Source: an optimization exercise on an open RTL-to-GDS flow (aim: small area, a short achievable clock period and few clock cycles). Production flows keep margins and buffers that such runs may drop. In this exercise RTL edits were held to simulation tests only and were not proved equivalent to the original. Power figures rest on the tool's default switching activity, not on a simulated workload.

Setup of build 14:
==> flow/design.v (excerpt) <==
module bmp24_stream_writer #(
  parameter int MAX_DIMENSION = bsw_pkg::MAX_DIMENSION_DEFAULT
) (
  input  wire logic                          clk,
  input  wire logic                          rst,
  input  wire logic                          cfg_write,
  input  wire logic [bsw_pkg::CFG_IDX_W-1:0] cfg_index,
  input  wire logic [bsw_pkg::CFG_W-1:0]     cfg_data,
  input  wire logic                          pixel_valid,
  output logic                               pixel_stall,
  input  wire logic [bsw_pkg::PIXEL_W-1:0]   pixel,
  output logic                               file_valid,
  input  wire logic                          file_stall,
  output logic [bsw_pkg::FILE_WORD_W-1:0]    file_word
);
Size: roughly 1100 cells after synthesis, ~120 flip-flops, ~84 I/O pins.
==> flow/config.mk <==
export PLATFORM = sky130hd
export DESIGN_NAME = bmp24_stream_writer
export DESIGN_NICKNAME = bmp24_stream_writer
export VERILOG_FILES = /design/flow/design.v
export SDC_FILE = /design/flow/constraint.sdc
export NUM_CORES = 4
export LEC_CHECK = 0
export CAP_MARGIN = 20
export CORE_MARGIN = 2
export CORE_UTILIZATION = 40
export SLEW_MARGIN = 20
==> flow/constraint.sdc <==
create_clock -name core_clock -period 7.5 [get_ports {clk}]
set_input_delay 1.5000 -clock core_clock [delete_from_list [all_inputs] [get_ports {clk}]]
set_output_delay 1.5000 -clock core_clock [all_outputs]
set_load 0.01 [all_outputs]
run.sh (not shown) runs the stock make flow with config.mk's settings and CLKGATE_MAP_FILE= SYNTH_SCRIPT=/design/flow/synth_recipe.tcl, a recipe that flattens the netlist after the stock synthesis.
Testbench counts of build 14, summed over its fixed seeds: cycles 195,569.
Setup changes, build 14 to build 96
- an added CTS_CLUSTER_SIZE of 40
- an added CTS_BUF_LIST of sky130_fd_sc_hd__clkbuf_4 sky130_fd_sc_hd__clkbuf_8
- an added CTS_CLUSTER_DIAMETER of 100
- an added SETUP_SLACK_MARGIN of 4.5
==> flow/flow/run.sh (new file) <==
#!/bin/bash
# The standard layout, with plain buffers (instead of the default delay
# buffers) on the ports. Each tool's output goes to a log in this folder.
set -euo pipefail
export BUFFER_PORTS_ARGS="-buffer_cell sky130_fd_sc_hd__buf_2"
bash standard.sh finish > make_finish.log 2>&1
==> flow/standard.sh (new file) <==
#!/bin/bash
# synth_recipe.tcl (not shown) runs the flow's synth.tcl, then flattens the netlist and writes it again
# the make line also repeats each setting of config.mk as NAME=value (left out here)
make -C /OpenROAD-flow-scripts/flow DESIGN_CONFIG=/design/flow/config.mk WORK_HOME=/design/flow/orfs CLKGATE_MAP_FILE= SYNTH_SCRIPT=/design/flow/synth_recipe.tcl "${@:-finish}"
removed: flow/run.sh
Results
- Re count of non-CTS inverters in the layout: no difference whatsoever between build 14 and build 96.
- In summary, build 96 completed successfully, with a layout that passed the timing, DRC and antenna checks.
- Delta (build 96 minus build 14): count of placed standard cells including taps did not really move; clock distribution area overhead in the final layout went down.
- Clock buffer instance count of the final layout on build 96 is up relative to build 14.
- Delta (build 96 minus build 14): hold slack picked up an extra 0.010 ns, non-clock buffer count picked up an extra 23.
Setup changes, build 96 to build 32
- removing CTS_CLUSTER_SIZE (formerly 40)
- removing CTS_BUF_LIST (formerly sky130_fd_sc_hd__clkbuf_4 sky130_fd_sc_hd__clkbuf_8)
- removing CTS_CLUSTER_DIAMETER (formerly 100)
==> flow/run.sh (new file) <==
#!/bin/bash
# synth_recipe.tcl (not shown) runs the flow's synth.tcl, then flattens the netlist and writes it again
# the make line also repeats each setting of config.mk as NAME=value (left out here)
make -C /OpenROAD-flow-scripts/flow DESIGN_CONFIG=/design/flow/config.mk WORK_HOME=/design/flow/orfs CLKGATE_MAP_FILE= SYNTH_SCRIPT=/design/flow/synth_recipe.tcl finish
removed: flow/flow/run.sh
removed: flow/standard.sh
### Flow results
Fraction of final layout cells sized beyond drive strength 1 ends up higher on build 96.
Compared with build 96, build 32 shows a higher detailed-routed wire length on met3.
Re routed wire length: build 32 is 1.5 mm up on build 96.
Build 32: power share of the clock group 7.9 points above build 96
Build 32 against build 96: power share of the combinational group fell 0.4 points, global-route usage rose by 1.1 points, cell count now larger.
--- input diff build 32..build 39 ---
==> flow/flow/run.sh (new file) <==
#!/bin/bash
# The standard layout, with plain buffers (instead of the default delay
# buffers) on the ports. Each tool's output goes to a log in this folder.
set -euo pipefail
export BUFFER_PORTS_ARGS="-buffer_cell sky130_fd_sc_hd__buf_2"
bash standard.sh finish > make_finish.log 2>&1
==> flow/standard.sh (new file) <==
#!/bin/bash
# synth_recipe.tcl (not shown) runs the flow's synth.tcl, then flattens the netlist and writes it again
# the make line also repeats each setting of config.mk as NAME=value (left out here)
make -C /OpenROAD-flow-scripts/flow DESIGN_CONFIG=/design/flow/config.mk WORK_HOME=/design/flow/orfs CLKGATE_MAP_FILE= SYNTH_SCRIPT=/design/flow/synth_recipe.tcl "${@:-finish}"
removed: flow/run.sh
## What came out
Build 39 was carried through to the last stage, and its layout satisfied the timing, DRC and antenna checks.
Build 39 vs. build 32: fraction of the core area covered by cells at the end of the flow decreased by 4.2 points relative to the old numbers, fraction of the cycle the final worst path needs decreased by 0.55 points relative to the old numbers, final area decreased by about 8% relative to the old numbers.
The smallest hold slack in build 39 was higher than what build 32 gave.
Wire: build 39 routes less than build 32
Going from build 32 to build 39, count of non-CTS inverters in the layout shrinks by 1.
Re total nets after synthesis: no difference whatsoever between build 39 and build 32.

==> static timing again, ports no longer ideal <==
In the flow no input, the clock included, has a driving cell. The finished layouts below were timed again as built, in two steps.
Step 1, drivers: a clkbuf_16 drives clk and a buf_2 each remaining input, both assumed.
Step 2 also shifts input and output timing later by t, the mid clock arrival at the registers, as if the neighbouring blocks saw the same clock.
a / b / c = ideal ports / drivers / drivers and shift; a / b = the first two.
| run | t (ns) | setup WS [ns] | worst hold slack (ns) | latest minus earliest clock arrival (ns) | slew at the worst register clock pin (ns) |
|---|---|---|---|---|---|
| build 14 | 0.460 | 3.246 / 3.256 / 2.797 | 0.486 / 0.486 / 0.486 | 0.013 / 0.013 | 0.07 / 0.07 |
| build 96 | 0.485 | 4.465 / 4.465 / 4.061 | 0.497 / 0.497 / 0.497 | 0.013 / 0.014 | 0.08 / 0.08 |
| build 32 | 0.466 | 4.474 / 4.474 / 4.069 | 0.476 / 0.476 / 0.476 | 0.019 / 0.019 | 0.06 / 0.06 |
| build 39 | 0.462 | 4.515 / 4.515 / 4.059 | 0.493 / 0.493 / 0.493 | 0.008 / 0.008 | 0.06 / 0.06 |
After both steps every run listed still meets setup and hold. The setup slack of build 39, which loses most, moves by 0.000 ns with the drivers and by -0.456 ns with both steps.
